This design comes from an exercise in tuning for small area and a short achievable clock period on the open sky130 flow, not from production work.
Function was checked by simulation only, so behaviour that the tests miss may differ from the original.

==> flow/design.v, too long to show whole: its modules and the start of the top module <==
// module gimbal_bilinear_servo_map: 4080 lines
module gimbal_bilinear_servo_map (
  input  wire                clk,
  input  wire                rst_n,
  input  wire                start,
  output logic               busy,
  input  wire  signed [15:0] in_pitch_setpoint,
  input  wire  signed [15:0] in_yaw_setpoint,
  output logic               out_valid,
  output logic signed [14:0] out_top_angle_raw,
  output logic signed [14:0] out_bottom_angle_raw,
  output logic        [6:0]  out_top_servo_cmd,
  output logic        [6:0]  out_bottom_servo_cmd,
  input  wire                cfg_valid,
  output logic               cfg_ready,
  input  wire         [0:0]  cfg_index,
  input  wire         [15:0] cfg_data
);
  // ...
==> flow/flow/run.sh <==
#!/bin/bash
# Own layout flow: the standard flow, with one extra step between synthesis and
# floorplan. polar.py removes the inverters that Yosys's full-adder extraction leaves
# between adders, choosing each full adder's polarity (fa(~a,~b,~c) = ~fa(a,b,c)).
# Registers, ports and all other cells are kept as synthesis made them.
set -euo pipefail
WORK=$(pwd)
R="$WORK/orfs/results/${FLOW_PLATFORM:-sky130hd}/gimbal_bilinear_servo_map/base"
bash standard.sh synth > "$WORK/synth.log" 2>&1
cp "$R/1_2_yosys.v" "$WORK/synth_netlist.v"
python3 "$WORK/flow/polar.py" "$WORK/synth_netlist.v" "$WORK/polar_netlist.v" > "$WORK/polar.log" 2>&1
cp "$WORK/polar_netlist.v" "$R/1_2_yosys.v"
rm -f "$R/1_synth.odb" "$R/1_synth.sdc"
bash standard.sh > "$WORK/layout.log" 2>&1
==> flow/flow/polar.py <==
#!/usr/bin/env python3
"""Inverter clean-up for a flat sky130hd gate netlist written by Yosys.

The full adders that Yosys extracts often come with an inverter in front of an input or
behind an output.  A full adder with every input complemented gives complemented outputs
(fa(~a, ~b, ~c) = (~s, ~co)), so each full adder may be used in either polarity.  This script
removes all plain inverters, picks a polarity for every full adder that needs the fewest
inverters, swaps a few two-input gates for their complement (nand2/and2, nor2/or2,
xor2/xnor2) where that saves an inverter, and puts back one shared inverter per signal that
still needs its complement.  Registers, ports and every other cell are left as they are.

usage: polar.py IN.v OUT.v
"""
import re
import sys
from collections import defaultdict

LIB = 'sky130_fd_sc_hd__'
OUT_PINS = {'X', 'Y', 'Q', 'Q_N', 'SUM', 'COUT', 'HI', 'LO'}
SWAP = {'nand2_1': ('and2_1', 'X'), 'and2_1': ('nand2_1', 'Y'),
        'nor2_1': ('or2_1', 'X'), 'or2_1': ('nor2_1', 'Y'),
        'xor2_1': ('xnor2_1', 'Y'), 'xnor2_1': ('xor2_1', 'X')}
AREA = {'inv_1': 3.7536, 'nand2_1': 3.7536, 'and2_1': 6.256, 'nor2_1': 3.7536, 'or2_1': 6.256,
        'xor2_1': 8.7584, 'xnor2_1': 8.7584}
INV_COST = AREA['inv_1']


def parse(text):
    m = re.search(r'\bmodule\s+(\w+)\s*\((.*?)\);(.*)\bendmodule', text, re.S)
    name, body = m.group(1), m.group(3)
    header = text[:m.start(3)]
    cells = []
    decls = []
    assigns = []
    pos = 0
    stmt_re = re.compile(r'\s*(.*?);', re.S)
    while True:
        mm = stmt_re.match(body, pos)
        if not mm:
            break
        st = mm.group(1).strip()
        pos = mm.end()
        if not st:
            continue
        if st.startswith(LIB):
            cm = re.match(r'(\S+)\s+(\S+)\s*\((.*)\)\s*$', st, re.S)
            typ, inst, pins = cm.group(1), cm.group(2), cm.group(3)
            conns = {}
            for pm in re.finditer(r'\.(\w+)\s*\(\s*(.*?)\s*\)\s*(?:,|$)', pins, re.S):
                conns[pm.group(1)] = pm.group(2).strip()
            cells.append([typ, inst, conns])
        elif st.startswith('assign'):
            assigns.append(st)
        else:
            decls.append(st)
    return name, header, decls, assigns, cells


def norm(n):
    return n.strip()


def main():
    src, dst = sys.argv[1], sys.argv[2]
    text = open(src).read()
    name, header, decls, assigns, cells = parse(text)
    ports = set()
    for d in decls:
        if d.startswith('input') or d.startswith('output'):
            for p in re.split(r'[,\s]+', re.sub(r'^(input|output)\s*(\[[^\]]*\])?', '', d)):
                if p:
                    ports.add(p)
    frozen = set()
    for a in assigns:
        for tok in re.findall(r"(\\\S+|[A-Za-z_][\w$]*(?:\s*\[\d+\])?)", a[len('assign'):]):
            frozen.add(tok.strip())
    # drivers and loads
    driver = {}
    loads = defaultdict(list)
    for ci, (typ, inst, conns) in enumerate(cells):
        for p, n in conns.items():
            n = norm(n)
            if p in OUT_PINS:
                driver[n] = (ci, p)
            else:
                loads[n].append((ci, p))

    def base_name(n):
        return re.sub(r'\s*\[\d+\]$', '', n)

    def is_port(n):
        return base_name(n) in ports or n in ports

    def short(t):
        return t[len(LIB):] if t.startswith(LIB) else t

    # inverters that can be removed: plain inv cells whose input and output are internal
    # nets (no port, no assign)
    removable = set()
    for ci, (typ, inst, conns) in enumerate(cells):
        if short(typ).startswith('inv_') and 'A' in conns and 'Y' in conns:
            a, y = norm(conns['A']), norm(conns['Y'])
            if is_port(a) or is_port(y) or a in frozen or y in frozen:
                continue
            removable.add(ci)
    # signal classes: follow removable inverter chains back to a root net
    root = {}

    def find_root(n):
        pol = 0
        seen = 0
        while n in driver and driver[n][0] in removable:
            ci = driver[n][0]
            n = norm(cells[ci][2]['A'])
            pol ^= 1
            seen += 1
            if seen > 1000:
                raise RuntimeError('inverter loop')
        return n, pol

    # each consumer pin (not a removable inverter) needs (root, polarity)
    need = []  # (ci, pin, root, pol)
    for n, ls in loads.items():
        r, pol = find_root(n)
        for ci, p in ls:
            if ci in removable:
                continue
            need.append((ci, p, r, pol))
    # roots that are ports or frozen: no inverter removal possible there unless the port is
    # the root (an input port is a fine root, we just drive its complement with a new inverter)
    fa_cells = [ci for ci, c in enumerate(cells) if short(c[0]).startswith('fa_') and ci not in removable]
    fa_set = set(fa_cells)
    # output net of cells that are roots
    # flip[ci] for full adders; swapped[ci] for swappable gates
    flip = {ci: 0 for ci in fa_cells}
    swapped = {}
    # per root: produced polarity = flip of its driver if it is an FA output (else 0)
    root_driver = {}
    for ci, (typ, inst, conns) in enumerate(cells):
        if ci in removable:
            continue
        for p, n in conns.items():
            if p in OUT_PINS:
                root_driver[norm(n)] = (ci, p)
    # consumer requirements per root, with FA consumers flipping their need
    cons = defaultdict(list)   # root -> list of (ci, pin, pol)
    for ci, p, r, pol in need:
        cons[r].append((ci, p, pol))
    outputs_of = defaultdict(list)  # fa ci -> roots it drives
    inputs_of = defaultdict(list)   # fa ci -> roots it reads
    for r, lst in cons.items():
        for ci, p, pol in lst:
            if ci in fa_set:
                inputs_of[ci].append(r)
    for r, (ci, p) in root_driver.items():
        if ci in fa_set:
            outputs_of[ci].append(r)
    swappable_root = {}
    for r, (ci, p) in root_driver.items():
        s = short(cells[ci][0])
        if s in SWAP and r not in frozen and not is_port(r):
            swappable_root[r] = ci

    def root_cost(r):
        drv = root_driver.get(r)
        prod = flip[drv[0]] if drv and drv[0] in fa_set else 0
        wants = set()
        for ci, p, pol in cons[r]:
            w = pol ^ (flip[ci] if ci in fa_set else 0)
            wants.add(w ^ prod)   # 1: consumer needs the complement of what is produced
        if 1 not in wants:
            return 0.0
        if 0 not in wants and r in swappable_root:
            s = short(cells[swappable_root[r]][0])
            return AREA[SWAP[s][0]] - AREA[s]
        return INV_COST

    def local(ci):
        rs = set(inputs_of[ci]) | set(outputs_of[ci])
        return sum(root_cost(r) for r in rs)

    total0 = sum(root_cost(r) for r in cons)
    improved = True
    it = 0
    while improved and it < 50:
        improved = False
        it += 1
        for ci in fa_cells:
            before = local(ci)
            flip[ci] ^= 1
            after = local(ci)
            if after < before - 1e-9:
                improved = True
            else:
                flip[ci] ^= 1
    total1 = sum(root_cost(r) for r in cons)
    # rebuild
    new_cells = []
    extra_decl = []
    ninv = 0
    comp_net = {}

    def complement_net(r):
        nonlocal ninv
        if r not in comp_net:
            nn = f'_pol{ninv}_'
            ninv += 1
            extra_decl.append(f'wire {nn}')
            comp_net[r] = nn
            new_cells.append([LIB + 'inv_1', f'_polinv{ninv}_', {'A': r, 'Y': nn}])
        return comp_net[r]

    conn_override = {}  # (ci, pin) -> net
    cell_type = {}
    for r in cons:
        drv = root_driver.get(r)
        prod = flip[drv[0]] if drv and drv[0] in fa_set else 0
        wants = {}
        for ci, p, pol in cons[r]:
            w = pol ^ (flip[ci] if ci in fa_set else 0) ^ prod
            wants[(ci, p)] = w
        need_comp = any(wants.values())
        all_comp = all(wants.values())
        if need_comp and all_comp and r in swappable_root:
            sci = swappable_root[r]
            s = short(cells[sci][0])
            cell_type[sci] = SWAP[s]
            for k in wants:
                conn_override[k] = r
            continue
        for k, w in wants.items():
            conn_override[k] = complement_net(r) if w else r
    for ci, (typ, inst, conns) in enumerate(cells):
        if ci in removable:
            continue
        c2 = dict(conns)
        for p in list(c2):
            if (ci, p) in conn_override:
                c2[p] = conn_override[(ci, p)]
        if ci in cell_type:
            nt, outp = cell_type[ci]
            oldout = [p for p in c2 if p in OUT_PINS][0]
            net = c2.pop(oldout)
            c2[outp] = net
            typ = LIB + nt
        new_cells.append([typ, inst, c2])
    # output
    out = [header.rstrip() + '\n']
    for d in decls:
        out.append(f'  {d} ;\n')
    for d in extra_decl:
        out.append(f'  {d} ;\n')
    for typ, inst, conns in new_cells:
        pins = ',\n'.join(f'    .{p}({n} )' for p, n in conns.items())
        out.append(f'  {typ} {inst} (\n{pins}\n  );\n')
    for a in assigns:
        out.append(f'  {a} ;\n')
    out.append('endmodule\n')
    open(dst, 'w').write(''.join(out))
    area_inv_before = sum(1 for ci in removable) * INV_COST
    print(f'removable inverters {len(removable)} ({area_inv_before:.0f} um2); cost before flips '
          f'{total0:.0f}, after {total1:.0f}; new inverters {ninv}; swaps {len(cell_type)}; '
          f'full adders flipped {sum(flip.values())}/{len(fa_cells)}')


if __name__ == '__main__':
    main()
==> flow/standard.sh <==
#!/bin/bash
# synth_recipe.tcl (not shown) runs the flow's synth.tcl, then flattens the netlist and writes it again
# the make line also repeats each setting of config.mk as NAME=value (left out here)
make -C /OpenROAD-flow-scripts/flow DESIGN_CONFIG=/design/flow/config.mk WORK_HOME=/design/flow/orfs CLKGATE_MAP_FILE= SYNTH_SCRIPT=/design/flow/synth_recipe.tcl "${@:-finish}"
==> flow/config.mk <==
export PLATFORM = sky130hd
export DESIGN_NAME = gimbal_bilinear_servo_map
export DESIGN_NICKNAME = gimbal_bilinear_servo_map
export VERILOG_FILES = /design/flow/design.v
export SDC_FILE = /design/flow/constraint.sdc
export NUM_CORES = 4
export LEC_CHECK = 0
export ABC_AREA = 1
export CAP_MARGIN = 40
export CORE_MARGIN = 2
export CORE_UTILIZATION = 60
export PLACE_DENSITY = 0.72
export SLEW_MARGIN = 20
==> flow/constraint.sdc <==
create_clock -name core_clock -period 11.0 [get_ports {clk}]
set_input_delay 2.2000 -clock core_clock [delete_from_list [all_inputs] [get_ports {clk}]]
set_output_delay 2.2000 -clock core_clock [all_outputs]
set_load 0.01 [all_outputs]
==> key figures, run 1 <==
Timing
  • Setup TNS: 0 ns
  • Slew @ Worst Pin: 0.8580 ns
  • Final min period: 4.437 ns
  • Final setup skew: around 0.026 ns

Drt
  • # DRC: 0
  • Via count: 28,350
  • DR WL/cell: about 18 microns

Worst setup path
  • CP Capture Type: flip-flop
  • Worst Path Buf+Inv: 6
  • R2R setup slack: 6.56 ns
  • CP max stage cell: dfxtp_1
  • CP Data Arrival Time: around 4.9 ns

Final layout
  • Clock-cell share of area: 4.316%
  • Non-clock buffers: 134
  • Final instance area: 39,800 sq um
  • Final core occ: 65.94%
  • Multi-input gate share of the layout cell area: 63.28%
  • Final #Nets: 5,124
  • Most common cell after layout, fill and taps aside: nand2_1

Synthesis
  • Synth Instances: about 4,200
  • Cell area after synthesis: about 37,000 sq um

Place
  • Placed instance count: 4,975

Clocking
  • Clock Latency Late Sink: 0.59 ns

Status
  • Status: no timing/DRC/antenna violations

Global routing
  • GR Util met2: 49.33%

Flow run
  • Total of max-cap violations: 0
==> inputs of run 2 (changes only) <==
--- a/flow/design.v
+++ b/flow/design.v
@@ -12,60 +12,55 @@
   output logic        [6:0]  out_top_servo_cmd,
   output logic        [6:0]  out_bottom_servo_cmd,
   input  wire                cfg_valid,
   output logic               cfg_ready,
   input  wire         [0:0]  cfg_index,
   input  wire         [15:0] cfg_data
 );
   function automatic logic [14:0] g_t(input logic [6:0] a);
-    case (a)
-      7'd0: g_t = 15'd32434;
-      7'd1: g_t = 15'd1322;
-      7'd2: g_t = 15'd2892;
-      7'd3: g_t = 15'd4406;
-      7'd4: g_t = 15'd5893;
-      7'd5: g_t = 15'd7415;
-      7'd6: g_t = 15'd8988;
-      7'd7: g_t = 15'd10575;
-      7'd8: g_t = 15'd12179;
-      7'd16: g_t = 15'd31042;
-      7'd17: g_t = 15'd32660;
-      7'd18: g_t = 15'd1428;
-      7'd19: g_t = 15'd2909;
-      7'd20: g_t = 15'd4340;
-      7'd21: g_t = 15'd5915;
-      7'd22: g_t = 15'd7441;
-      7'd23: g_t = 15'd8977;
-      7'd24: g_t = 15'd10524;
-      7'd32: g_t = 15'd29666;
-      7'd33: g_t = 15'd31255;
-      7'd34: g_t = 15'd0;
-      7'd35: g_t = 15'd1462;
-      7'd36: g_t = 15'd2860;
-      7'd37: g_t = 15'd4417;
-      7'd38: g_t = 15'd5908;
-      7'd39: g_t = 15'd7407;
-      7'd40: g_t = 15'd8914;
-      7'd48: g_t = 15'd28290;
-      7'd49: g_t = 15'd29858;
-      7'd50: g_t = 15'd31357;
-      7'd51: g_t = 15'd40;
-      7'd52: g_t = 15'd1422;
-      7'd53: g_t = 15'd2928;
-      7'd54: g_t = 15'd4397;
-      7'd55: g_t = 15'd5872;
-      7'd56: g_t = 15'd7354;
-      7'd64: g_t = 15'd26875;
-      7'd65: g_t = 15'd28479;
-      7'd66: g_t = 15'd29970;
-      7'd67: g_t = 15'd31418;
-      7'd68: g_t = 15'd0;
-      default: g_t = 'x;
-    endcase
+    g_t = ({15{a == 7'd0}} & 15'd32434) |
+      ({15{a == 7'd1}} & 15'd1322) |
+      ({15{a == 7'd2}} & 15'd2892) |
+      ({15{a == 7'd3}} & 15'd4406) |
+      ({15{a == 7'd4}} & 15'd5893) |
+      ({15{a == 7'd5}} & 15'd7415) |
+      ({15{a == 7'd6}} & 15'd8988) |
+      ({15{a == 7'd7}} & 15'd10575) |
+      ({15{a == 7'd8}} & 15'd12179) |
+      ({15{a == 7'd16}} & 15'd31042) |
+      ({15{a == 7'd17}} & 15'd32660) |
+      ({15{a == 7'd18}} & 15'd1428) |
+      ({15{a == 7'd19}} & 15'd2909) |
+      ({15{a == 7'd20}} & 15'd4340) |
+      ({15{a == 7'd21}} & 15'd5915) |
+      ({15{a == 7'd22}} & 15'd7441) |
+      ({15{a == 7'd23}} & 15'd8977) |
+      ({15{a == 7'd24}} & 15'd10524) |
+      ({15{a == 7'd32}} & 15'd29666) |
+      ({15{a == 7'd33}} & 15'd31255) |
+      ({15{a == 7'd35}} & 15'd1462) |
+      ({15{a == 7'd36}} & 15'd2860) |
+      ({15{a == 7'd37}} & 15'd4417) |
+      ({15{a == 7'd38}} & 15'd5908) |
+      ({15{a == 7'd39}} & 15'd7407) |
+      ({15{a == 7'd40}} & 15'd8914) |
+      ({15{a == 7'd48}} & 15'd28290) |
+      ({15{a == 7'd49}} & 15'd29858) |
+      ({15{a == 7'd50}} & 15'd31357) |
+      ({15{a == 7'd51}} & 15'd40) |
+      ({15{a == 7'd52}} & 15'd1422) |
+      ({15{a == 7'd53}} & 15'd2928) |
+      ({15{a == 7'd54}} & 15'd4397) |
+      ({15{a == 7'd55}} & 15'd5872) |
+      ({15{a == 7'd56}} & 15'd7354) |
+      ({15{a == 7'd64}} & 15'd26875) |
+      ({15{a == 7'd65}} & 15'd28479) |
+      ({15{a == 7'd66}} & 15'd29970) |
+      ({15{a == 7'd67}} & 15'd31418);
   endfunction
   function automatic logic [9:0] dh1_t(input logic [5:0] a);
     case (a)
       6'd0: dh1_t = 10'd632;
       6'd1: dh1_t = 10'd546;
       6'd2: dh1_t = 10'd490;
       6'd3: dh1_t = 10'd463;
       6'd4: dh1_t = 10'd498;
@@ -103,101 +98,94 @@
       6'd36: dh1_t = 10'd326;
       6'd37: dh1_t = 10'd424;
       6'd38: dh1_t = 10'd467;
       6'd39: dh1_t = 10'd580;
       default: dh1_t = 'x;
     endcase
   endfunction
   function automatic logic [9:0] nd_t(input logic [5:0] a);
-    case (a)
-      6'd0: nd_t = 10'd368;
-      6'd1: nd_t = 10'd406;
-      6'd2: nd_t = 10'd440;
-      6'd3: nd_t = 10'd473;
-      6'd4: nd_t = 10'd529;
-      6'd5: nd_t = 10'd476;
-      6'd6: nd_t = 10'd523;
-      6'd7: nd_t = 10'd574;
-      6'd8: nd_t = 10'd631;
-      6'd16: nd_t = 10'd352;
-      6'd17: nd_t = 10'd381;
-      6'd18: nd_t = 10'd404;
-      6'd19: nd_t = 10'd423;
-      6'd20: nd_t = 10'd456;
-      6'd21: nd_t = 10'd474;
-      6'd22: nd_t = 10'd509;
-      6'd23: nd_t = 10'd546;
-      6'd24: nd_t = 10'd586;
-      6'd32: nd_t = 10'd352;
-      6'd33: nd_t = 10'd373;
-      6'd34: nd_t = 10'd387;
-      6'd35: nd_t = 10'd398;
-      6'd36: nd_t = 10'd414;
-      6'd37: nd_t = 10'd465;
-      6'd38: nd_t = 10'd487;
-      6'd39: nd_t = 10'd511;
-      6'd40: nd_t = 10'd536;
-      6'd48: nd_t = 10'd391;
-      6'd49: nd_t = 10'd355;
-      6'd50: nd_t = 10'd363;
-      6'd51: nd_t = 10'd366;
-      6'd52: nd_t = 10'd398;
-      6'd53: nd_t = 10'd554;
-      6'd54: nd_t = 10'd575;
-      6'd55: nd_t = 10'd559;
-      6'd56: nd_t = 10'd437;
-      default: nd_t = 'x;
-    endcase
+    nd_t = ({10{a == 6'd0}} & 10'd368) |
+      ({10{a == 6'd1}} & 10'd406) |
+      ({10{a == 6'd2}} & 10'd440) |
+      ({10{a == 6'd3}} & 10'd473) |
+      ({10{a == 6'd4}} & 10'd529) |
+      ({10{a == 6'd5}} & 10'd476) |
+      ({10{a == 6'd6}} & 10'd523) |
+      ({10{a == 6'd7}} & 10'd574) |
+      ({10{a == 6'd8}} & 10'd631) |
+      ({10{a == 6'd16}} & 10'd352) |
+      ({10{a == 6'd17}} & 10'd381) |
+      ({10{a == 6'd18}} & 10'd404) |
+      ({10{a == 6'd19}} & 10'd423) |
+      ({10{a == 6'd20}} & 10'd456) |
+      ({10{a == 6'd21}} & 10'd474) |
+      ({10{a == 6'd22}} & 10'd509) |
+      ({10{a == 6'd23}} & 10'd546) |
+      ({10{a == 6'd24}} & 10'd586) |
+      ({10{a == 6'd32}} & 10'd352) |
+      ({10{a == 6'd33}} & 10'd373) |
+      ({10{a == 6'd34}} & 10'd387) |
+      ({10{a == 6'd35}} & 10'd398) |
+      ({10{a == 6'd36}} & 10'd414) |
+      ({10{a == 6'd37}} & 10'd465) |
+      ({10{a == 6'd38}} & 10'd487) |
+      ({10{a == 6'd39}} & 10'd511) |
+      ({10{a == 6'd40}} & 10'd536) |
+      ({10{a == 6'd48}} & 10'd391) |
+      ({10{a == 6'd49}} & 10'd355) |
+      ({10{a == 6'd50}} & 10'd363) |
+      ({10{a == 6'd51}} & 10'd366) |
+      ({10{a == 6'd52}} & 10'd398) |
+      ({10{a == 6'd53}} & 10'd554) |
+      ({10{a == 6'd54}} & 10'd575) |
+      ({10{a == 6'd55}} & 10'd559) |
+      ({10{a == 6'd56}} & 10'd437);
   endfunction
   function automatic logic [14:0] g_b(input logic [6:0] a);
-    case (a)
-      7'd0: g_b = 15'd21983;
-      7'd1: g_b = 15'd23361;
-      7'd2: g_b = 15'd24781;
-      7'd3: g_b = 15'd26220;
-      7'd4: g_b = 15'd27528;
-      7'd5: g_b = 15'd28882;
-      7'd6: g_b = 15'd30364;
-      7'd7: g_b = 15'd31828;
-      7'd8: g_b = 15'd513;
-      7'd16: g_b = 15'd23210;
-      7'd17: g_b = 15'd24560;
-      7'd18: g_b = 15'd25962;
-      7'd19: g_b = 15'd27390;
-      7'd20: g_b = 15'd28714;
-      7'd21: g_b = 15'd30223;
-      7'd22: g_b = 15'd31651;
-      7'd23: g_b = 15'd303;
-      7'd24: g_b = 15'd1719;
-      7'd32: g_b = 15'd24581;
-      7'd33: g_b = 15'd25901;
-      7'd34: g_b = 15'd27279;
-      7'd35: g_b = 15'd28688;
-      7'd36: g_b = 15'd30015;
-      7'd37: g_b = 15'd31538;
-      7'd38: g_b = 15'd165;
-      7'd39: g_b = 15'd1557;
-      7'd40: g_b = 15'd2947;
-      7'd48: g_b = 15'd26012;
-      7'd49: g_b = 15'd27306;
-      7'd50: g_b = 15'd28662;
-      7'd51: g_b = 15'd30055;
-      7'd52: g_b = 15'd31380;
-      7'd53: g_b = 15'd78;
-      7'd54: g_b = 15'd1455;
-      7'd55: g_b = 15'd2831;
-      7'd56: g_b = 15'd4207;
-      7'd64: g_b = 15'd27299;
-      7'd65: g_b = 15'd28603;
-      7'd66: g_b = 15'd29965;
-      7'd67: g_b = 15'd31360;
-      7'd68: g_b = 15'd0;
-      default: g_b = 'x;
-    endcase
+    g_b = ({15{a == 7'd0}} & 15'd21983) |
+      ({15{a == 7'd1}} & 15'd23361) |
+      ({15{a == 7'd2}} & 15'd24781) |
+      ({15{a == 7'd3}} & 15'd26220) |
+      ({15{a == 7'd4}} & 15'd27528) |
+      ({15{a == 7'd5}} & 15'd28882) |
+      ({15{a == 7'd6}} & 15'd30364) |
+      ({15{a == 7'd7}} & 15'd31828) |
+      ({15{a == 7'd8}} & 15'd513) |
+      ({15{a == 7'd16}} & 15'd23210) |
+      ({15{a == 7'd17}} & 15'd24560) |
+      ({15{a == 7'd18}} & 15'd25962) |
+      ({15{a == 7'd19}} & 15'd27390) |
+      ({15{a == 7'd20}} & 15'd28714) |
+      ({15{a == 7'd21}} & 15'd30223) |
+      ({15{a == 7'd22}} & 15'd31651) |
+      ({15{a == 7'd23}} & 15'd303) |
+      ({15{a == 7'd24}} & 15'd1719) |
+      ({15{a == 7'd32}} & 15'd24581) |
+      ({15{a == 7'd33}} & 15'd25901) |
+      ({15{a == 7'd34}} & 15'd27279) |
+      ({15{a == 7'd35}} & 15'd28688) |
+      ({15{a == 7'd36}} & 15'd30015) |
+      ({15{a == 7'd37}} & 15'd31538) |
+      ({15{a == 7'd38}} & 15'd165) |
+      ({15{a == 7'd39}} & 15'd1557) |
+      ({15{a == 7'd40}} & 15'd2947) |
+      ({15{a == 7'd48}} & 15'd26012) |
+      ({15{a == 7'd49}} & 15'd27306) |
+      ({15{a == 7'd50}} & 15'd28662) |
+      ({15{a == 7'd51}} & 15'd30055) |
+      ({15{a == 7'd52}} & 15'd31380) |
+      ({15{a == 7'd53}} & 15'd78) |
+      ({15{a == 7'd54}} & 15'd1455) |
+      ({15{a == 7'd55}} & 15'd2831) |
+      ({15{a == 7'd56}} & 15'd4207) |
+      ({15{a == 7'd64}} & 15'd27299) |
+      ({15{a == 7'd65}} & 15'd28603) |
+      ({15{a == 7'd66}} & 15'd29965) |
+      ({15{a == 7'd67}} & 15'd31360);
   endfunction
   function automatic logic [9:0] dh1_b(input logic [5:0] a);
     case (a)
       6'd0: dh1_b = 10'd354;
       6'd1: dh1_b = 10'd396;
       6'd2: dh1_b = 10'd415;
       6'd3: dh1_b = 10'd284;
       6'd4: dh1_b = 10'd330;
@@ -235,55 +223,52 @@
       6'd36: dh1_b = 10'd384;
       6'd37: dh1_b = 10'd371;
       6'd38: dh1_b = 10'd338;
       6'd39: dh1_b = 10'd280;
       default: dh1_b = 'x;
     endcase
   endfunction
   function automatic logic [9:0] nd_b(input logic [5:0] a);
-    case (a)
-      6'd0: nd_b = 10'd203;
-      6'd1: nd_b = 10'd175;
-      6'd2: nd_b = 10'd157;
-      6'd3: nd_b = 10'd146;
-      6'd4: nd_b = 10'd162;
-      6'd5: nd_b = 10'd317;
-      6'd6: nd_b = 10'd263;
-      6'd7: nd_b = 10'd219;
-      6'd8: nd_b = 10'd182;
-      6'd16: nd_b = 10'd347;
-      6'd17: nd_b = 10'd317;
-      6'd18: nd_b = 10'd293;
-      6'd19: nd_b = 10'd274;
-      6'd20: nd_b = 10'd277;
-      6'd21: nd_b = 10'd291;
-      6'd22: nd_b = 10'd258;
-      6'd23: nd_b = 10'd230;
-      6'd24: nd_b = 10'd204;
-      6'd32: nd_b = 10'd407;
-      6'd33: nd_b = 10'd381;
-      6'd34: nd_b = 10'd359;
-      6'd35: nd_b = 10'd343;
-      6'd36: nd_b = 10'd341;
-      6'd37: nd_b = 10'd284;
-      6'd38: nd_b = 10'd266;
-      6'd39: nd_b = 10'd250;
-      6'd40: nd_b = 10'd236;
-      6'd48: nd_b = 10'd263;
-      6'd49: nd_b = 10'd273;
-      6'd50: nd_b = 10'd279;
-      6'd51: nd_b = 10'd281;
-      6'd52: nd_b = 10'd364;
-      6'd53: nd_b = 10'd306;
-      6'd54: nd_b = 10'd324;
-      6'd55: nd_b = 10'd310;
-      6'd56: nd_b = 10'd238;
-      default: nd_b = 'x;
-    endcase
+    nd_b = ({10{a == 6'd0}} & 10'd203) |
+      ({10{a == 6'd1}} & 10'd175) |
+      ({10{a == 6'd2}} & 10'd157) |
+      ({10{a == 6'd3}} & 10'd146) |
+      ({10{a == 6'd4}} & 10'd162) |
+      ({10{a == 6'd5}} & 10'd317) |
+      ({10{a == 6'd6}} & 10'd263) |
+      ({10{a == 6'd7}} & 10'd219) |
+      ({10{a == 6'd8}} & 10'd182) |
+      ({10{a == 6'd16}} & 10'd347) |
+      ({10{a == 6'd17}} & 10'd317) |
+      ({10{a == 6'd18}} & 10'd293) |
+      ({10{a == 6'd19}} & 10'd274) |
+      ({10{a == 6'd20}} & 10'd277) |
+      ({10{a == 6'd21}} & 10'd291) |
+      ({10{a == 6'd22}} & 10'd258) |
+      ({10{a == 6'd23}} & 10'd230) |
+      ({10{a == 6'd24}} & 10'd204) |
+      ({10{a == 6'd32}} & 10'd407) |
+      ({10{a == 6'd33}} & 10'd381) |
+      ({10{a == 6'd34}} & 10'd359) |
+      ({10{a == 6'd35}} & 10'd343) |
+      ({10{a == 6'd36}} & 10'd341) |
+      ({10{a == 6'd37}} & 10'd284) |
+      ({10{a == 6'd38}} & 10'd266) |
+      ({10{a == 6'd39}} & 10'd250) |
+      ({10{a == 6'd40}} & 10'd236) |
+      ({10{a == 6'd48}} & 10'd263) |
+      ({10{a == 6'd49}} & 10'd273) |
+      ({10{a == 6'd50}} & 10'd279) |
+      ({10{a == 6'd51}} & 10'd281) |
+      ({10{a == 6'd52}} & 10'd364) |
+      ({10{a == 6'd53}} & 10'd306) |
+      ({10{a == 6'd54}} & 10'd324) |
+      ({10{a == 6'd55}} & 10'd310) |
+      ({10{a == 6'd56}} & 10'd238);
   endfunction
   function automatic logic [3:0] idx_hi(input logic [5:0] a);
     case (a)
       6'd0: idx_hi = 4'd4;
       6'd1: idx_hi = 4'd4;
       6'd2: idx_hi = 4'd4;
       6'd3: idx_hi = 4'd4;
       6'd4: idx_hi = 4'd4;
@@ -498,18 +483,16 @@
   assign up_c13 = (x51_p[3] & up_s4) | (x51_p[3] & up_c3) | (up_s4 & up_c3);
   assign up_s14 = la_p[3] ^ x51_p[4] ^ up_c5;
   assign up_c15 = (la_p[3] & x51_p[4]) | (la_p[3] & up_c5) | (x51_p[4] & up_c5);
   assign fs_p = {x51_p[7], x51_p[6], up_c15, up_c13, up_c11, up_c9, up_c7, up_s6} + {1'b0, 1'b0, x51_p[5], up_s14, up_s12, up_s10, up_s8, x51_p[0]};
   logic [7:0] f_p;
   always_ff @(posedge clk) f_p <= fs_p;
   logic [3:0] ic_p;
   assign ic_p = i_p;
-  logic [3:0] i2_p;
-  always_ff @(posedge clk) i2_p <= i_p;
   logic lo_y, hi_y, cl_y;
   assign lo_y = in_yaw_setpoint < -16'sd5120;
   assign hi_y = in_yaw_setpoint > 16'sd5120;
   assign cl_y = lo_y | hi_y;
   logic [3:0] i_y;
   always_ff @(posedge clk) i_y <= lo_y ? 4'd0 : hi_y ? 4'd8 : idx_hi(in_yaw_setpoint[13:8]);
   logic [2:0] hm_y;
   always_ff @(posedge clk) hm_y <= cl_y ? 3'd0 : mod_hi(in_yaw_setpoint[13:8]);
@@ -556,37 +539,37 @@
   assign uy_c13 = (x51_y[3] & uy_s4) | (x51_y[3] & uy_c3) | (uy_s4 & uy_c3);
   assign uy_s14 = la_y[3] ^ x51_y[4] ^ uy_c5;
   assign uy_c15 = (la_y[3] & x51_y[4]) | (la_y[3] & uy_c5) | (x51_y[4] & uy_c5);
   assign fs_y = {x51_y[7], x51_y[6], uy_c15, uy_c13, uy_c11, uy_c9, uy_c7, uy_s6} + {1'b0, 1'b0, x51_y[5], uy_s14, uy_s12, uy_s10, uy_s8, x51_y[0]};
   logic [7:0] f_y;
   always_ff @(posedge clk) f_y <= fs_y;
   logic [3:0] ic_y;
   assign ic_y = i_y;
-  logic [3:0] i2_y;
-  always_ff @(posedge clk) i2_y <= i_y;
   logic [7:0] yf3;
   always_ff @(posedge clk) yf3 <= f_y;
   logic [7:0] yf4;
   always_ff @(posedge clk) yf4 <= yf3;
   logic m1, m2;
   logic [2:0] r1;
   assign m1 = i_y > 4'd4;
   assign r1 = m1 ? 3'(4'd8 - i_y) : i_y[2:0];
   assign m2 = i_y[2];
   logic [5:0] a_dh1;
   logic [5:0] a_dh2;
   assign a_dh1 = {r1, i_p[2:0] ^ {3{m1}}};
   assign a_dh2 = {m2 ? {1'b0, ~i_y[1:0]} : 3'(i_y[1:0] + 3'd1), i_p[2:0] ^ {3{m2}}};
-  logic mg;
-  assign mg = (i2_y > 4'd4) | (i2_y == 4'd4 && i2_p > 4'd4);
+  logic mg_c;
+  assign mg_c = (i_y > 4'd4) | (i_y == 4'd4 && i_p > 4'd4);
+  logic [0:0] mg;
+  always_ff @(posedge clk) mg <= mg_c;
   logic [6:0] a_g;
-  assign a_g = {mg ? 3'(4'd8 - i2_y) : i2_y[2:0], mg ? 4'(4'd8 - i2_p) : i2_p};
+  always_ff @(posedge clk) a_g <= {mg_c ? 3'(4'd8 - i_y) : i_y[2:0], mg_c ? 4'(4'd8 - i_p) : i_p};
   logic [5:0] a_nd;
-  assign a_nd = {i2_y[1:0] ^ {2{i2_y[2]}}, i2_y[2] ? 4'(4'd8 - i2_p) : i2_p};
+  always_ff @(posedge clk) a_nd <= {i_y[1:0] ^ {2{i_y[2]}}, i_y[2] ? 4'(4'd8 - i_p) : i_p};
   logic [0:0] mg3;
   always_ff @(posedge clk) mg3 <= mg;
   logic [9:0] dh1_t_v;
   always_ff @(posedge clk) dh1_t_v <= dh1_t(a_dh1);
   logic [9:0] dh2_t_v;
   always_ff @(posedge clk) dh2_t_v <= dh1_t(a_dh2);
   logic [14:0] g_t_3;
   always_ff @(posedge clk) g_t_3 <= g_t(a_g) ^ {15{mg}};
==> flow/flow/run.sh (replaced) <==
#!/bin/bash
# Own layout flow: the standard flow with two changes.
#  1. Between synthesis and floorplan, polar.py removes the inverters that Yosys's
#     full-adder extraction leaves between adders, by choosing each full adder's
#     polarity (fa(~a,~b,~c) = ~fa(a,b,c)). Registers, ports and all other cells stay
#     as synthesis made them.
#  2. The port buffers that global placement inserts are buf_2 cells instead of the
#     default delay buffer.
set -euo pipefail
WORK=$(pwd)
R="$WORK/orfs/results/${FLOW_PLATFORM:-sky130hd}/gimbal_bilinear_servo_map/base"
bash standard.sh synth > "$WORK/synth.log" 2>&1
cp "$R/1_2_yosys.v" "$WORK/synth_netlist.v"
python3 "$WORK/flow/polar.py" "$WORK/synth_netlist.v" "$WORK/polar_netlist.v" > "$WORK/polar.log" 2>&1
cp "$WORK/polar_netlist.v" "$R/1_2_yosys.v"
rm -f "$R/1_synth.odb" "$R/1_synth.sdc"
export BUFFER_PORTS_ARGS="-buffer_cell sky130_fd_sc_hd__buf_2"
bash standard.sh > "$WORK/layout.log" 2>&1
--- a/flow/config.mk
+++ b/flow/config.mk
@@ -4,10 +4,13 @@
 export VERILOG_FILES = /design/flow/design.v
 export SDC_FILE = /design/flow/constraint.sdc
 export NUM_CORES = 4
 export LEC_CHECK = 0
 export ABC_AREA = 1
 export CAP_MARGIN = 40
 export CORE_MARGIN = 2
 export CORE_UTILIZATION = 60
+export CTS_BUF_LIST = sky130_fd_sc_hd__clkbuf_16
+export CTS_CLUSTER_DIAMETER = 100
+export CTS_CLUSTER_SIZE = 30
 export PLACE_DENSITY = 0.72
 export SLEW_MARGIN = 20
==> run 2 against run 1 <==
  * Setup slack improved by 0.26 ns
  * Critical endpoint is now dh1_b_v[7]
  * Routed wire length up 2.5%
  * Clock-buffer cell count decreased by 40
  * Utilization fell by 2.0 points
  * Critical path type unchanged
  * Fmax rose by 6.1%
  * Via count fell by 0.79%
==> key figures, run 2 <==
Place
  • Port Buffers: 98 (unchanged)
  • GP Congestion: 0.9740 (was 0.9918)
  • Post-DP HPWL: 74,450 microns (was 70,510 microns)
  • Placed instance count: 4,975 (unchanged)

Final layout
  • Most frequent cells in the layout: 785 x nand2_1, 538 x inv_1, 458 x fa_1 (was 886 x nand2_1, 474 x inv_1, 458 x fa_1)
  • Final core occ: 63.91% (was 65.94%)
  • Most common cell after layout, fill and taps aside: nand2_1 (unchanged)
  • Layout filler cell count: 5,224 (was 5,060)
  • Area grow syn2layout: 5.373% (was 8.852%)
  • Final #Nets: 5,089 (was 5,124)
  • Diode count: 0 (unchanged)
  • Layout cells sized above 1: 4.975% (was 3.760%)
  • Non-Filler Instances: 5,023 (was 5,064)
  • Largest regs: pitch_ofs_r x16, yaw_ofs_r x16 (unchanged)

Worst setup path
  • Critical path class: flip-flop to flip-flop (unchanged)
  • CP max stage cell: dfxtp_1 (unchanged)
  • R2R setup slack: 6.82 ns (was 6.56 ns)
  • Critical Path Max Stage Delay: 0.78 ns (was 0.77 ns)
  • Crit Path Max Fanout: 27 (was 32)
  • R2R cell count: 15 (was 17)
  • Crit. Startpoint: i_y[0] (was i2_p[0])
  • Critical Path End: dh1_b_v[7] (was g_b_3[6])
  • Most frequent CP cell: inv_1 (unchanged)
  • CP Capture Type: flip-flop (unchanged)
  • Cells along the critical path: inv_1 > ha_1 > inv_1 > nand2_2 > nand2_4 > xor2_1 > inv_1 > ha_1 > inv_1 > nand2_1 > nand2_1 > nand2_1 > nand3_1 > o31ai_1 > o21ai_0 (was inv_1 > ha_1 > inv_1 > nand2_1 > nand2_1 > nand2_2 > nand2_4 > nand2_1 > o21ai_2 > buf_4 > inv_1 > nor2_1 > buf_4 > inv_1 > nor2_1 > a21boi_1 > xor2_1)
  • CP required: 11.54 ns (was 11.44 ns)
  • Worst path depth: 15 (was 17)
  • Reg2reg end: dh1_b_v[7] (was g_b_3[6])
  • CP Data Arrival Time: 4.72 ns (was 4.88 ns)
  • Reg2reg start: i_y[0] (was i2_p[0])
  • Worst Path Buf+Inv: 4 (was 6)
  • Top delay family on crit path: buffers and inverters (unchanged)
  • Startpoint Class: flip-flop (unchanged)

Synthesis
  • Cell area after synthesis: 36,610 sq um (was 36,570 sq um)
  • Synth Instances: 4,221 (was 4,233)
  • Yosys warns: 1 (unchanged)
  • Syn nets: 5,087 (was 5,111)
  • Average size of a mapped cell: 8.672 sq um (was 8.638 sq um)

Drt
  • Via count: 28,130 (was 28,350)
  • DR WL/cell: 18.35 microns (was 17.76 microns)
  • # DRC: 0 (unchanged)
  • Drt total wl: 92,160 microns (was 89,930 microns)
  • Vias per inst: 5.600 (was 5.599)
  • Starting DRT DRC Count: 1,794 (was 2,058)
  • Antenna Violating Nets Remaining: 0 (unchanged)
  • Pre-antenna DRT Iters: 6 (unchanged)

Die
  • Core area: 60,360 sq um (unchanged)
  • Row Count: 90 (unchanged)
  • Die Ht: 251.0 microns (was 250.9 microns)
  • Io pins: 100 (unchanged)
  • Full die area: 63,000 sq um (was 62,930 sq um)
  • Starting Density: 60.65% (was 60.58%)
  • Die Width: 251.0 microns (was 250.9 microns)

Timing
  • F_max: 0.2391 GHz (was 0.2254 GHz)
  • Setup TNS: 0 ns (unchanged)
  • Period utilisation layout: 38.01% (was 40.34%)
  • Hold Vio Cnt, Final: 0 (unchanged)
  • Final min period: 4.182 ns (was 4.437 ns)
  • Slew @ Worst Pin: 0.8808 ns (was 0.8580 ns)
  • Final Hold Slack: 0.3092 ns (was 0.3172 ns)
  • Max-slew violations: 0 (unchanged)
  • Final setup viols: 0 (unchanged)
  • Final setup skew: 0.03074 ns (was 0.02613 ns)
  • Unrepaired setup endpoints after global routing: false (unchanged)
  • Rel. slew slack: 41.20% (was 42.66%)

Clocking
  • CTS tree: done (unchanged)
  • Clock Latency Late Sink: 0.63 ns (was 0.59 ns)
  • H-tree depth: 1 (was 2)
  • CTS Root Cell: clkbuf_16 (unchanged)
  • Clock buffer depth: 3 (unchanged)
  • Clock Pin Slew Worst Setup and Hold Paths: 0.12 ns (was 0.06 ns)
  • TritonCTS sink count: 446 (was 441)
  • TritonCTS Buffers: 25 (was 50)
  • PostCTS Resize Cnt: 0 (unchanged)
  • Post-CTS Hold Buffers: 0 (unchanged)
  • Post-CTS Repair Setup Buffers: 0 (unchanged)

Global routing
  • Pin count of the biggest net entering global routing: 43 (was 57)
  • First-pass GRT wire length: 151,400 microns (was 147,000 microns)
  • Vias in the first global route: 28,800 (was 28,390)
  • Remaining global-route overflow: 0 (unchanged)
  • Antenna violations before repair: 1 (was 0)
  • GRT Util Overall: 30.05% (was 29.05%)

Hold path
  • Hold Crit Class: flip-flop to flip-flop (unchanged)

Status
  • Status: no timing/DRC/antenna violations (unchanged)

Flow run
  • Total of max-cap violations: 0 (unchanged)
run 2: how the worst min path moves through the flow:
| stage | startpoint | to | slack [ns] | cells past startpoint |
|---|---|---|---|---|
| floorplan | a_b[0] | a_b_5[0] | 0.31 | 0 |
| global placement | f_y[6] | yf3[6] | 0.31 | 0 |
| detailed placement | a_b[12] | a_b_5[12] | 0.31 | 0 |
| CTS | a_t[14] | a_t_5[14] | 0.31 | 0 |
| global route | a_t[14] | a_t_5[14] | 0.33 | 0 |
| finish | a_t[14] | a_t_5[14] | 0.31 | 0 |
run 2: cell type report:
class | instances | area, sq um | share of cell area (%)
clock buffers | 25 | 625.6 | 1.622
well taps | 782 | 978.4 | 2.537
inverters | 541 | 2031 | 5.265
multi-input cells | 3086 | 24980 | 64.77
clock inverters | 20 | 314.1 | 0.8142
repair buffers | 123 | 710.7 | 1.842
flip-flops and latches | 446 | 8930 | 23.15
run 2: routing by layer:
| layer | part of all wire, % | up-vias | wire, microns | track usage (%) |
|---|---|---|---|---|
| met2 | 48 | 966 | 43800 | 51.00 |
| met5 | 0.014 | - | 13 | 0 |
| met3 | 5.3 | 224 | 4878 | 3.220 |
| met1 | 43 | 13500 | 39340 | 39.83 |
| li1 | - | 13440 | - | - |
| met4 | 4.5 | 2 | 4119 | 11.36 |
run 2: metrics by stage:
step / setup WS [ns] / area [sq um]
finish: 6.818 / 38570
global route: 6.539 / 38570
CTS: 6.872 / 38530
detailed placement: 6.731 / 37590
global placement: 6.702 / 37550
floorplan: 7.240 / 36610
==> inputs of run 3 (changes only) <==
--- a/flow/config.mk
+++ b/flow/config.mk
@@ -9,8 +9,6 @@
 export CAP_MARGIN = 40
 export CORE_MARGIN = 2
 export CORE_UTILIZATION = 60
-export CTS_BUF_LIST = sky130_fd_sc_hd__clkbuf_16
-export CTS_CLUSTER_DIAMETER = 100
-export CTS_CLUSTER_SIZE = 30
+export CTS_BUF_LIST = sky130_fd_sc_hd__clkbuf_4 sky130_fd_sc_hd__clkbuf_8
 export PLACE_DENSITY = 0.72
 export SLEW_MARGIN = 20
==> run 3 against run 2 <==
  * Fmax fell by 1.8%
  * Critical path depth did not move
  * Utilization rose by 1.3 points
  * Via count rose by 1.2%
  * Setup slack got worse by 0.077 ns
  * Synthesized cell count did not move
  * Clock-buffer cell count rose by 84
  * Sequential share of layout area fell by 0.47 points
  * First-iteration DRC count rose by 5.8%
  * Largest cell class unchanged
  * Register-to-register slack got worse by 0.08 ns
==> key figures, run 3 <==
Clocking
  • Clock Pin Slew Worst Setup and Hold Paths: 0.06 ns (was 0.12 ns)
  • TritonCTS Buffers: 79 (was 25)
  • Clock buffer depth: 3 (unchanged)
  • CTS tree: done (unchanged)
  • PostCTS Resize Cnt: 0 (unchanged)
  • CTS Root Cell: clkbuf_8 (was clkbuf_16)
  • H-tree depth: 3 (was 1)
  • Post-CTS Hold Buffers: 0 (unchanged)
  • Clock Latency Late Sink: 0.69 ns (was 0.63 ns)
  • Post-CTS Repair Setup Buffers: 0 (unchanged)
  • TritonCTS sink count: 446 (unchanged)

Worst setup path
  • R2R cell count: 15 (unchanged)
  • CP required: 11.57 ns (was 11.54 ns)
  • Startpoint Class: flip-flop (unchanged)
  • Critical path class: flip-flop to flip-flop (unchanged)
  • CP Capture Type: flip-flop (unchanged)
  • Crit Path Max Fanout: 27 (unchanged)
  • CP Data Arrival Time: 4.82 ns (was 4.72 ns)

Timing
  • Max-slew violations: 0 (unchanged)
  • Final Hold Slack: 0.3245 ns (was 0.3092 ns)
  • Slew @ Worst Pin: 0.8838 ns (was 0.8808 ns)
  • Period utilisation layout: 38.72% (was 38.01%)
  • Final setup viols: 0 (unchanged)
  • Unrepaired setup endpoints after global routing: false (unchanged)
  • Hold Vio Cnt, Final: 0 (unchanged)
  • Setup TNS: 0 ns (unchanged)
  • Final min period: 4.259 ns (was 4.182 ns)
  • Final setup skew: 0.02872 ns (was 0.03074 ns)
  • F_max: 0.2348 GHz (was 0.2391 GHz)
  • Rel. slew slack: 41.00% (was 41.20%)

Status
  • Status: no timing/DRC/antenna violations (unchanged)

Drt
  • # DRC: 0 (unchanged)
  • Pre-antenna DRT Iters: 5 (was 6)
  • Vias per inst: 5.563 (was 5.600)
  • DR WL/cell: 18.24 microns (was 18.35 microns)
  • Starting DRT DRC Count: 1,898 (was 1,794)
  • Antenna Violating Nets Remaining: 0 (unchanged)
  • Drt total wl: 93,370 microns (was 92,160 microns)
  • Via count: 28,480 (was 28,130)

Synthesis
  • Yosys warns: 1 (unchanged)
  • Syn nets: 5,087 (unchanged)
  • Average size of a mapped cell: 8.672 sq um (unchanged)
  • Cell area after synthesis: 36,610 sq um (unchanged)
  • Synth Instances: 4,221 (unchanged)

Flow run
  • Total of max-cap violations: 0 (unchanged)

Die
  • Starting Density: 60.65% (unchanged)
  • Die Width: 251.0 microns (unchanged)
  • Die Ht: 251.0 microns (unchanged)
  • Io pins: 100 (unchanged)
  • Core area: 60,360 sq um (unchanged)
  • Row Count: 90 (unchanged)
  • Full die area: 63,000 sq um (unchanged)

Hold path
  • Cell count of the worst hold path: 0 (unchanged)
  • Hold Crit Class: flip-flop to flip-flop (unchanged)

Final layout
  • Final #Nets: 5,143 (was 5,089)
  • Non-Filler Instances: 5,119 (was 5,023)
  • Layout cells sized above 1: 7.059% (was 4.975%)
  • Most frequent cells in the layout: 785 x nand2_1, 537 x inv_1, 458 x fa_1 (was 785 x nand2_1, 538 x inv_1, 458 x fa_1)
  • Area grow syn2layout: 7.567% (was 5.373%)
  • Largest regs: pitch_ofs_r x16, yaw_ofs_r x16 (unchanged)
  • Most common cell after layout, fill and taps aside: nand2_1 (unchanged)

Global routing
  • GRT Util Overall: 30.68% (was 30.05%)
  • Pin count of the biggest net entering global routing: 43 (unchanged)
  • Antenna violations before repair: 1 (unchanged)
  • First-pass GRT wire length: 153,400 microns (was 151,400 microns)
  • Vias in the first global route: 29,320 (was 28,800)
  • Remaining global-route overflow: 0 (unchanged)

Place
  • Placed instance count: 4,975 (unchanged)
  • Port Buffers: 98 (unchanged)
  • GP Congestion: 0.9740 (unchanged)
  • Post-DP HPWL: 74,450 microns (unchanged)
## run 3: changes by cell type in the layout (fill, tap and decap cells not counted), sizes merged
cell and delta:
clkbuf +84, bufinv +4, clkinv +6, clkinvlp +7, diode +2, inv -7
## run 3: final timing paths
check,slack (ns),to,from
min reg2reg,0.32,a_b_5[6],a_b[6]
max,6.74,dh1_b_v[7],i_y[0]
min,0.32,a_b_5[6],a_b[6]
max reg2reg,6.74,dh1_b_v[7],i_y[0]
## run 3: layout make-up
cell class | count | area [sq um]
clock buffer | 109 | 1419
antenna | 2 | 5.005
timing repair buffer | 123 | 710.7
clock inverter | 30 | 319.1
inverter | 541 | 2031
sequential | 446 | 8930
tap | 782 | 978.4
multi-input combinational | 3086 | 24980
fill | 5154 | 20980
## run 3: metal layers
| layer | global-route usage, % | share of wire (%) | up-vias |
|---|---|---|---|
| met1 | 39.86 | 42 | 13650 |
| met5 | 0 | 0 | - |
| li1 | - | - | 13580 |
| met4 | 12.65 | 4.1 | 0 |
| met3 | 4.753 | 6.1 | 238 |
| met2 | 51.41 | 48 | 1014 |
## run 3: worst max-delay path: stages (launching register included)
cell     delay (ns)
dfxtp_1        0.76
inv_1          0.59
ha_1           0.40
inv_1          0.07
nand2_2        0.07
nand2_4        0.17
xor2_1         0.63
inv_1          0.28
ha_1           0.28
inv_1          0.10
nand2_1        0.11
nand2_1        0.14
nand2_1        0.07
nand3_1        0.10
o31ai_1        0.09
o21ai_0        0.27
## run 3: through the flow
stage / util (%) / setup slack [ns] / area (sq um)
5_1_grt: 65.24 / 6.549 / 39380
6_report: 65.24 / 6.741 / 39380
4_1_cts: 65.15 / 6.864 / 39330
3_3_place_gp: 62.21 / 6.702 / 37550
3_5_place_dp: 62.27 / 6.731 / 37590
2_1_floorplan: - / 7.240 / 36610

afterwards: timing with drivers on the ports:
The flow's constraints put no driver on any port. The routed layouts listed below were extracted and timed again, unchanged, in two steps. Step 1 (the two cells are an assumption about what drives the block):
set clk [get_ports {clk}]
set_driving_cell -lib_cell sky130_fd_sc_hd__clkbuf_16 $clk
set_driving_cell -lib_cell sky130_fd_sc_hd__buf_2 [delete_from_list [all_inputs] $clk]
Step 2 moves the port delays by t, midway between the first and last clock arrival at a register: inputs arrive t later, outputs are due t later. That takes back most of the time a late clock gives input paths. Three values: ideal ports, drivers, drivers and shift; two values: the first two.
run	t (ns)	slack for setup (ns)	worst slew at a driven data input, ns
run 1	0.649	6.563 / 6.563 / 6.520	0.05
run 2	0.682	6.818 / 6.818 / 6.785	0.06
run 3	0.734	6.741 / 6.741 / 6.736	0.06
After both steps setup and hold are still met in every run listed. For run 1, which loses most, drivers alone change the setup slack by 0.000 ns; drivers and shift together by -0.043 ns.
